Context: an optimization exercise on an open-source flow, tuned for small area. The choices shown serve that exercise and are no tape-out recipe.
RTL that was checked went through simulation tests only; none was proved equivalent to the original.
No activity file was given, so power comes from the tool's default toggle rates.

==> inputs of run E <==
==> flow/design.v <==
`timescale 1ns / 1ps
module ultrasonic_echo_ranger_median3 (
    input  logic        i_clk,
    input  logic        i_rst_n,
    input  logic        i_tick_valid,
    output logic        o_tick_ready,
    input  logic        i_tick_echo,
    input  logic        i_tick_start,
    input  logic        i_cfg_valid,
    output logic        o_cfg_ready,
    input  logic [1:0]  i_cfg_index,
    input  logic [15:0] i_cfg_data,
    output logic        o_res_valid,
    input  logic        i_res_ready,
    output logic        o_res_trigger,
    output logic        o_res_busy,
    output logic        o_res_result_valid,
    output logic [15:0] o_res_median,
    output logic [15:0] o_res_distance
);
    localparam logic [1:0]  P_IDLE = 2'd0;
    localparam logic [1:0]  P_TRIG = 2'd1;
    localparam logic [1:0]  P_WAIT = 2'd2;
    localparam logic [1:0]  P_HIGH = 2'd3;
    localparam logic [18:0] DIST_SCALE = 19'd287733;
    localparam logic [15:0] SAT_MED = 16'd14927;
    logic [1:0]  r_ph, r_idx;
    logic [15:0] r_el, r_wd, r_s0, r_s1;
    logic        r_c01;
    logic [15:0] r_tmo;
    logic [7:0]  r_trg;
    logic [1:0]  r_q0, r_q1, r_q2, r_q3;
    logic [1:0]  r_rp;
    logic [2:0]  r_qn;
    logic [16:0] r_acc;
    logic [4:0]  r_dc;
    logic        acc, st, texit, tmo, fin, done, last;
    logic        is_trig, is_busy, lt0, lt1, a_lt, b_lt, sel_a, sel_c;
    logic [1:0]  p;
    logic [15:0] w;
    logic        inc_el, inc_wd, clr_el, clr_wd;
    logic [16:0] ec, wc, ge_tmo, gt0, gt1;
    logic [15:0] es, ws;
    logic [8:0]  ge_trg;
    assign ec[0]     = inc_el;
    assign wc[0]     = inc_wd;
    assign ge_tmo[0] = 1'b1;
    assign gt0[0]    = 1'b0;
    assign gt1[0]    = 1'b0;
    assign ge_trg[0] = 1'b1;
    for (genvar i = 0; i < 16; i++) begin : g_rip
        assign es[i]       = r_el[i] ^ ec[i];
        assign ec[i+1]     = r_el[i] & ec[i];
        assign ws[i]       = r_wd[i] ^ wc[i];
        assign wc[i+1]     = r_wd[i] & wc[i];
        assign ge_tmo[i+1] = (r_el[i] & ~r_tmo[i]) | (r_el[i] & ge_tmo[i]) | (~r_tmo[i] & ge_tmo[i]);
        assign gt0[i+1]    = (r_wd[i] & ~r_s0[i]) | (r_wd[i] & gt0[i]) | (~r_s0[i] & gt0[i]);
        assign gt1[i+1]    = (r_wd[i] & ~r_s1[i]) | (r_wd[i] & gt1[i]) | (~r_s1[i] & gt1[i]);
    end
    for (genvar i = 0; i < 8; i++) begin : g_trg
        assign ge_trg[i+1] = (es[i] & ~r_trg[i]) | (es[i] & ge_trg[i]) | (~r_trg[i] & ge_trg[i]);
    end
    logic [1:0]  kind;
    assign o_tick_ready = !r_qn[2];
    assign o_cfg_ready  = 1'b1;
    assign acc          = i_tick_valid && !r_qn[2];
    always_comb begin
        st      = (r_ph == P_IDLE) && i_tick_start;
        p       = st ? P_TRIG : r_ph;
        is_trig = (p == P_TRIG);
        is_busy = p[1];
        texit   = ge_trg[8];
        tmo     = ge_tmo[16] || (&r_el[15:1]);
        fin     = (p == P_WAIT && !i_tick_echo && tmo) || (p == P_HIGH && (!i_tick_echo || tmo));
        last    = r_idx[1];
        done    = fin && last;
        w       = i_tick_echo ? 16'd0 : r_wd;
        lt0     = gt0[16];
        lt1     = gt1[16];
        a_lt    = lt0 && !i_tick_echo;
        b_lt    = lt1 && !i_tick_echo;
        sel_a   = r_c01 ? !a_lt : (a_lt && b_lt);
        sel_c   = r_c01 ? (a_lt && !b_lt) : (b_lt && !a_lt);
        kind    = {is_busy, is_trig || done};
    end
    always_ff @(posedge i_clk) begin
        if (!i_rst_n) begin
            r_ph  <= P_IDLE;
            r_idx <= 2'd0;
        end else if (acc) begin
            if (fin) begin
                r_ph  <= last ? P_IDLE : P_TRIG;
                r_idx <= last ? 2'd0 : r_idx + 2'd1;
            end else if (is_trig) begin
                r_ph <= texit ? P_WAIT : P_TRIG;
            end else if (p == P_WAIT) begin
                r_ph <= i_tick_echo ? P_HIGH : P_WAIT;
            end
        end
    end
    assign inc_el = acc && p != P_IDLE;
    assign inc_wd = acc && is_busy && i_tick_echo;
    assign clr_el = !i_rst_n || (acc && (fin || (is_trig && texit)));
    assign clr_wd = !i_rst_n || (acc && fin);
    always_ff @(posedge i_clk) begin
        r_el <= clr_el ? 16'd0 : es;
        r_wd <= clr_wd ? 16'd0 : ws;
    end
    always_ff @(posedge i_clk) begin
        if (acc && fin && r_idx == 2'd0) begin
            r_s0 <= w;
        end
        if (acc && fin && r_idx == 2'd1) begin
            r_s1  <= w;
            r_c01 <= a_lt;
        end else if (acc && done) begin
            if (sel_a) begin
                r_s1 <= r_s0;
            end else if (sel_c) begin
                r_s1 <= r_wd;
            end
        end
    end
    always_ff @(posedge i_clk) begin
        if (!i_rst_n) begin
            r_tmo <= 16'd13200;
            r_trg <= 8'd10;
        end else if (i_cfg_valid) begin
            if (i_cfg_index == 2'd0) begin
                r_tmo <= i_cfg_data;
            end
            if (i_cfg_index == 2'd1) begin
                r_trg <= i_cfg_data[7:0];
            end
        end
    end
    logic [1:0] wp, head;
    logic       hd, dfin, valid, pop, run, cbit, sat;
    logic [14:0] sum;
    logic [13:0] addend;
    logic [14:0] sc;
    assign sc[0] = 1'b0;
    for (genvar i = 0; i < 14; i++) begin : g_add
        assign addend[i] = cbit & r_s1[i];
        assign sum[i]    = r_acc[i+3] ^ addend[i] ^ sc[i];
        assign sc[i+1]   = (r_acc[i+3] & addend[i]) | (sc[i] & (r_acc[i+3] ^ addend[i]));
    end
    assign sum[14] = sc[14];
    always_comb begin
        wp = r_rp + r_qn[1:0];
        unique case (r_rp)
            2'd0: head = r_q0;
            2'd1: head = r_q1;
            2'd2: head = r_q2;
            default: head = r_q3;
        endcase
        hd    = head[1] && head[0];
        dfin  = (r_dc == 5'd19);
        valid = (r_qn != 3'd0) && (!hd || dfin);
        pop   = valid && i_res_ready;
        run   = (r_qn != 3'd0) && hd && !dfin;
    end
    always_ff @(posedge i_clk) begin
        if (acc) begin
            unique case (wp)
                2'd0: r_q0 <= kind;
                2'd1: r_q1 <= kind;
                2'd2: r_q2 <= kind;
                default: r_q3 <= kind;
            endcase
        end
        if (pop) begin
            r_rp <= r_rp + 2'd1;
        end
        if (!i_rst_n) begin
            r_qn <= 3'd0;
        end else if (acc && !pop) begin
            r_qn <= r_qn + 3'd1;
        end else if (!acc && pop) begin
            r_qn <= r_qn - 3'd1;
        end
    end
    always_comb begin
        cbit = DIST_SCALE[r_dc];
        sat  = (r_s1 >= SAT_MED);
    end
    always_ff @(posedge i_clk) begin
        if (!i_rst_n || pop) begin
            r_dc  <= 5'd0;
            r_acc <= 17'd0;
        end else if (run) begin
            r_dc  <= r_dc + 5'd1;
            r_acc <= sat ? {17{1'b1}} : {sum, r_acc[2:1]};
        end
    end
    assign o_res_valid        = valid;
    assign o_res_trigger      = !head[1] && head[0];
    assign o_res_busy         = head[1] || head[0];
    assign o_res_result_valid = hd;
    assign o_res_median       = hd ? r_s1 : 16'd0;
    assign o_res_distance     = r_acc[15:0];
endmodule
==> flow/run.sh <==
#!/bin/bash
# synth_recipe.tcl (not shown) runs the flow's synth.tcl, then flattens the netlist and writes it again
# the make line also repeats each setting of config.mk as NAME=value (left out here)
make -C /OpenROAD-flow-scripts/flow DESIGN_CONFIG=/design/flow/config.mk WORK_HOME=/design/flow/orfs CLKGATE_MAP_FILE= SYNTH_SCRIPT=/design/flow/synth_recipe.tcl finish
==> flow/config.mk <==
export PLATFORM = sky130hd
export DESIGN_NAME = ultrasonic_echo_ranger_median3
export DESIGN_NICKNAME = ultrasonic_echo_ranger_median3
export VERILOG_FILES = /design/flow/design.v
export SDC_FILE = /design/flow/constraint.sdc
export NUM_CORES = 4
export LEC_CHECK = 0
export CAP_MARGIN = 20
export CORE_MARGIN = 2
export CORE_UTILIZATION = 40
export CTS_BUF_LIST = sky130_fd_sc_hd__clkbuf_4
export CTS_CLUSTER_DIAMETER = 100
export CTS_CLUSTER_SIZE = 30
export SLEW_MARGIN = 20
==> flow/constraint.sdc <==
create_clock -name core_clock -period 9.0 [get_ports {i_clk}]
set_input_delay 1.8000 -clock core_clock [delete_from_list [all_inputs] [get_ports {i_clk}]]
set_output_delay 1.8000 -clock core_clock [all_outputs]
set_load 0.01 [all_outputs]
==> run B (differences from run E) <==
--- a/flow/design.v
+++ b/flow/design.v
@@ -37,29 +37,7 @@
     logic        acc, st, texit, tmo, fin, done, last;
     logic        is_trig, is_busy, lt0, lt1, a_lt, b_lt, sel_a, sel_c;
     logic [1:0]  p;
-    logic [15:0] w;
-    logic        inc_el, inc_wd, clr_el, clr_wd;
-    logic [16:0] ec, wc, ge_tmo, gt0, gt1;
-    logic [15:0] es, ws;
-    logic [8:0]  ge_trg;
-    assign ec[0]     = inc_el;
-    assign wc[0]     = inc_wd;
-    assign ge_tmo[0] = 1'b1;
-    assign gt0[0]    = 1'b0;
-    assign gt1[0]    = 1'b0;
-    assign ge_trg[0] = 1'b1;
-    for (genvar i = 0; i < 16; i++) begin : g_rip
-        assign es[i]       = r_el[i] ^ ec[i];
-        assign ec[i+1]     = r_el[i] & ec[i];
-        assign ws[i]       = r_wd[i] ^ wc[i];
-        assign wc[i+1]     = r_wd[i] & wc[i];
-        assign ge_tmo[i+1] = (r_el[i] & ~r_tmo[i]) | (r_el[i] & ge_tmo[i]) | (~r_tmo[i] & ge_tmo[i]);
-        assign gt0[i+1]    = (r_wd[i] & ~r_s0[i]) | (r_wd[i] & gt0[i]) | (~r_s0[i] & gt0[i]);
-        assign gt1[i+1]    = (r_wd[i] & ~r_s1[i]) | (r_wd[i] & gt1[i]) | (~r_s1[i] & gt1[i]);
-    end
-    for (genvar i = 0; i < 8; i++) begin : g_trg
-        assign ge_trg[i+1] = (es[i] & ~r_trg[i]) | (es[i] & ge_trg[i]) | (~r_trg[i] & ge_trg[i]);
-    end
+    logic [15:0] el1, w;
     logic [1:0]  kind;
     assign o_tick_ready = !r_qn[2];
     assign o_cfg_ready  = 1'b1;
@@ -69,14 +47,15 @@
         p       = st ? P_TRIG : r_ph;
         is_trig = (p == P_TRIG);
         is_busy = p[1];
-        texit   = ge_trg[8];
-        tmo     = ge_tmo[16] || (&r_el[15:1]);
+        el1     = r_el + 16'd1;
+        texit   = (el1[7:0] >= r_trg);
+        tmo     = (r_el >= r_tmo) || (&r_el[15:1]);
         fin     = (p == P_WAIT && !i_tick_echo && tmo) || (p == P_HIGH && (!i_tick_echo || tmo));
         last    = r_idx[1];
         done    = fin && last;
         w       = i_tick_echo ? 16'd0 : r_wd;
-        lt0     = gt0[16];
-        lt1     = gt1[16];
+        lt0     = (r_s0 < r_wd);
+        lt1     = (r_s1 < r_wd);
         a_lt    = lt0 && !i_tick_echo;
         b_lt    = lt1 && !i_tick_echo;
         sel_a   = r_c01 ? !a_lt : (a_lt && b_lt);
@@ -98,13 +77,17 @@
             end
         end
     end
-    assign inc_el = acc && p != P_IDLE;
-    assign inc_wd = acc && is_busy && i_tick_echo;
-    assign clr_el = !i_rst_n || (acc && (fin || (is_trig && texit)));
-    assign clr_wd = !i_rst_n || (acc && fin);
     always_ff @(posedge i_clk) begin
-        r_el <= clr_el ? 16'd0 : es;
-        r_wd <= clr_wd ? 16'd0 : ws;
+        if (!i_rst_n || (acc && (fin || (is_trig && texit)))) begin
+            r_el <= 16'd0;
+        end else if (acc && p != P_IDLE) begin
+            r_el <= el1;
+        end
+        if (!i_rst_n || (acc && fin)) begin
+            r_wd <= 16'd0;
+        end else if (acc && is_busy && i_tick_echo) begin
+            r_wd <= r_wd + 16'd1;
+        end
     end
     always_ff @(posedge i_clk) begin
         if (acc && fin && r_idx == 2'd0) begin
@@ -137,15 +120,6 @@
     logic [1:0] wp, head;
     logic       hd, dfin, valid, pop, run, cbit, sat;
     logic [14:0] sum;
-    logic [13:0] addend;
-    logic [14:0] sc;
-    assign sc[0] = 1'b0;
-    for (genvar i = 0; i < 14; i++) begin : g_add
-        assign addend[i] = cbit & r_s1[i];
-        assign sum[i]    = r_acc[i+3] ^ addend[i] ^ sc[i];
-        assign sc[i+1]   = (r_acc[i+3] & addend[i]) | (sc[i] & (r_acc[i+3] ^ addend[i]));
-    end
-    assign sum[14] = sc[14];
     always_comb begin
         wp = r_rp + r_qn[1:0];
         unique case (r_rp)
@@ -183,6 +157,7 @@
     always_comb begin
         cbit = DIST_SCALE[r_dc];
         sat  = (r_s1 >= SAT_MED);
+        sum  = {1'b0, r_acc[16:3]} + (cbit ? {1'b0, r_s1[13:0]} : 15'd0);
     end
     always_ff @(posedge i_clk) begin
         if (!i_rst_n || pop) begin
==> run C (differences from run E) <==
--- a/flow/design.v
+++ b/flow/design.v
@@ -37,29 +37,7 @@
     logic        acc, st, texit, tmo, fin, done, last;
     logic        is_trig, is_busy, lt0, lt1, a_lt, b_lt, sel_a, sel_c;
     logic [1:0]  p;
-    logic [15:0] w;
-    logic        inc_el, inc_wd, clr_el, clr_wd;
-    logic [16:0] ec, wc, ge_tmo, gt0, gt1;
-    logic [15:0] es, ws;
-    logic [8:0]  ge_trg;
-    assign ec[0]     = inc_el;
-    assign wc[0]     = inc_wd;
-    assign ge_tmo[0] = 1'b1;
-    assign gt0[0]    = 1'b0;
-    assign gt1[0]    = 1'b0;
-    assign ge_trg[0] = 1'b1;
-    for (genvar i = 0; i < 16; i++) begin : g_rip
-        assign es[i]       = r_el[i] ^ ec[i];
-        assign ec[i+1]     = r_el[i] & ec[i];
-        assign ws[i]       = r_wd[i] ^ wc[i];
-        assign wc[i+1]     = r_wd[i] & wc[i];
-        assign ge_tmo[i+1] = (r_el[i] & ~r_tmo[i]) | (r_el[i] & ge_tmo[i]) | (~r_tmo[i] & ge_tmo[i]);
-        assign gt0[i+1]    = (r_wd[i] & ~r_s0[i]) | (r_wd[i] & gt0[i]) | (~r_s0[i] & gt0[i]);
-        assign gt1[i+1]    = (r_wd[i] & ~r_s1[i]) | (r_wd[i] & gt1[i]) | (~r_s1[i] & gt1[i]);
-    end
-    for (genvar i = 0; i < 8; i++) begin : g_trg
-        assign ge_trg[i+1] = (es[i] & ~r_trg[i]) | (es[i] & ge_trg[i]) | (~r_trg[i] & ge_trg[i]);
-    end
+    logic [15:0] el1, w;
     logic [1:0]  kind;
     assign o_tick_ready = !r_qn[2];
     assign o_cfg_ready  = 1'b1;
@@ -69,14 +47,15 @@
         p       = st ? P_TRIG : r_ph;
         is_trig = (p == P_TRIG);
         is_busy = p[1];
-        texit   = ge_trg[8];
-        tmo     = ge_tmo[16] || (&r_el[15:1]);
+        el1     = r_el + 16'd1;
+        texit   = (el1[7:0] >= r_trg);
+        tmo     = (r_el >= r_tmo) || (&r_el[15:1]);
         fin     = (p == P_WAIT && !i_tick_echo && tmo) || (p == P_HIGH && (!i_tick_echo || tmo));
         last    = r_idx[1];
         done    = fin && last;
         w       = i_tick_echo ? 16'd0 : r_wd;
-        lt0     = gt0[16];
-        lt1     = gt1[16];
+        lt0     = (r_s0 < r_wd);
+        lt1     = (r_s1 < r_wd);
         a_lt    = lt0 && !i_tick_echo;
         b_lt    = lt1 && !i_tick_echo;
         sel_a   = r_c01 ? !a_lt : (a_lt && b_lt);
@@ -98,13 +77,17 @@
             end
         end
     end
-    assign inc_el = acc && p != P_IDLE;
-    assign inc_wd = acc && is_busy && i_tick_echo;
-    assign clr_el = !i_rst_n || (acc && (fin || (is_trig && texit)));
-    assign clr_wd = !i_rst_n || (acc && fin);
     always_ff @(posedge i_clk) begin
-        r_el <= clr_el ? 16'd0 : es;
-        r_wd <= clr_wd ? 16'd0 : ws;
+        if (!i_rst_n || (acc && (fin || (is_trig && texit)))) begin
+            r_el <= 16'd0;
+        end else if (acc && p != P_IDLE) begin
+            r_el <= el1;
+        end
+        if (!i_rst_n || (acc && fin)) begin
+            r_wd <= 16'd0;
+        end else if (acc && is_busy && i_tick_echo) begin
+            r_wd <= r_wd + 16'd1;
+        end
     end
     always_ff @(posedge i_clk) begin
         if (acc && fin && r_idx == 2'd0) begin
@@ -137,15 +120,6 @@
     logic [1:0] wp, head;
     logic       hd, dfin, valid, pop, run, cbit, sat;
     logic [14:0] sum;
-    logic [13:0] addend;
-    logic [14:0] sc;
-    assign sc[0] = 1'b0;
-    for (genvar i = 0; i < 14; i++) begin : g_add
-        assign addend[i] = cbit & r_s1[i];
-        assign sum[i]    = r_acc[i+3] ^ addend[i] ^ sc[i];
-        assign sc[i+1]   = (r_acc[i+3] & addend[i]) | (sc[i] & (r_acc[i+3] ^ addend[i]));
-    end
-    assign sum[14] = sc[14];
     always_comb begin
         wp = r_rp + r_qn[1:0];
         unique case (r_rp)
@@ -183,6 +157,7 @@
     always_comb begin
         cbit = DIST_SCALE[r_dc];
         sat  = (r_s1 >= SAT_MED);
+        sum  = {1'b0, r_acc[16:3]} + (cbit ? {1'b0, r_s1[13:0]} : 15'd0);
     end
     always_ff @(posedge i_clk) begin
         if (!i_rst_n || pop) begin
Settings changed: CORE_UTILIZATION 40 to 60, CTS_BUF_LIST sky130_fd_sc_hd__clkbuf_4 to sky130_fd_sc_hd__clkbuf_4 sky130_fd_sc_hd__clkbuf_8, CTS_CLUSTER_DIAMETER 100 to unset, CTS_CLUSTER_SIZE 30 to unset.
==> qor summary <==
| quantity | run B | run E | run C |
|---|---|---|---|
| Tmin final | 4.82 ns | 7.04 ns | 4.71 ns |
| Delay of the slowest cell on the worst path | 0.66 ns | 0.43 ns | 0.65 ns |
| P_clk | 0.356 mW | 0.409 mW | 0.558 mW |
| Horizontal die dimension | 141 µm | 136 µm | 116 µm |
| Internal power of the cells | 0.991 mW | 1.03 mW | 1.16 mW |
| Fill cells | 1879 | 1633 | 995 |
| Crit path depth | 6 | 25 | 6 |
| Xor and xnor fraction of the mapped netlist area | 0.0649 | 0.0139 | 0.0649 |
| Maximum number of pins on one net before global-route repair | 35 | 51 | 35 |
| DPL Wire Length | 12.1 mm | 10.7 mm | 12.2 mm |
| Die Span Y | 141 µm | 136 µm | 116 µm |
| Outcome | timing/DRC/antenna clean | timing/DRC/antenna clean | timing/DRC/antenna clean |
| Switching share of power | 0.324 | 0.299 | 0.306 |
| Capturing element of the worst setup path | o_res_valid | r_acc[15] | o_res_valid |
| Startpoint of the worst setup timing path | r_rp[0] | r_dc[0] | r_rp[0] |
| Net switching power figure | 0.476 mW | 0.441 mW | 0.511 mW |
| Number of iterations in the first detailed-routing pass | 4 | 4 | 5 |
| Final nets | 953 | 813 | 952 |
| Synthesized netlist cell count | 805 | 689 | 805 |
| Final Worst Setup Slack | 4.18 ns | 1.96 ns | 4.29 ns |
| Reg-to-reg slack, setup | 5.04 ns | 1.96 ns | 4.94 ns |
| Period Utilization, post-route | 0.536 | 0.783 | 0.523 |
| Fraction of layout instances using a drive strength above 1 | 0.0628 | 0.119 | 0.0663 |
| Crit path DAT | 3.02 ns | 7.53 ns | 2.91 ns |
| GR Layer Usage met3 | 0.0402 | 0.0406 | 0.0535 |
| Maximum clock rate | 207 MHz | 142 MHz | 213 MHz |
For run E, only the layout was checked, not whether the RTL still works.

[re-timing with driven ports]
In the flow no input, the clock included, has a driving cell. The finished layouts below were timed again as built, in two steps.
Step 1: set_driving_cell puts a clkbuf_16 on i_clk and a buf_2 on each other input, an assumption about the parent block.
Step 2 times the ports against the registers' clock, not the clock port: input delays grow and output delays shrink by t, the midpoint of the rising clock arrivals with the driver on.
Three values: no drivers, after step 1, after step 2; two values: the first two.
run | t, ns | setup WS [ns] | worst setup path at the end | slew at the worst register clock pin (ns)
run E | 0.569 | 1.955 / 1.955 / 1.955 | register to register | 0.12 / 0.12
run B | 0.600 | 4.176 / 4.138 / 3.826 | input to register | 0.12 / 0.12
run C | 0.499 | 4.295 / 4.256 / 4.146 | input to register | 0.09 / 0.09
After both steps every run listed still meets setup and hold. The setup slack of run B, which loses most, moves by -0.038 ns with the drivers and by -0.350 ns with both steps.
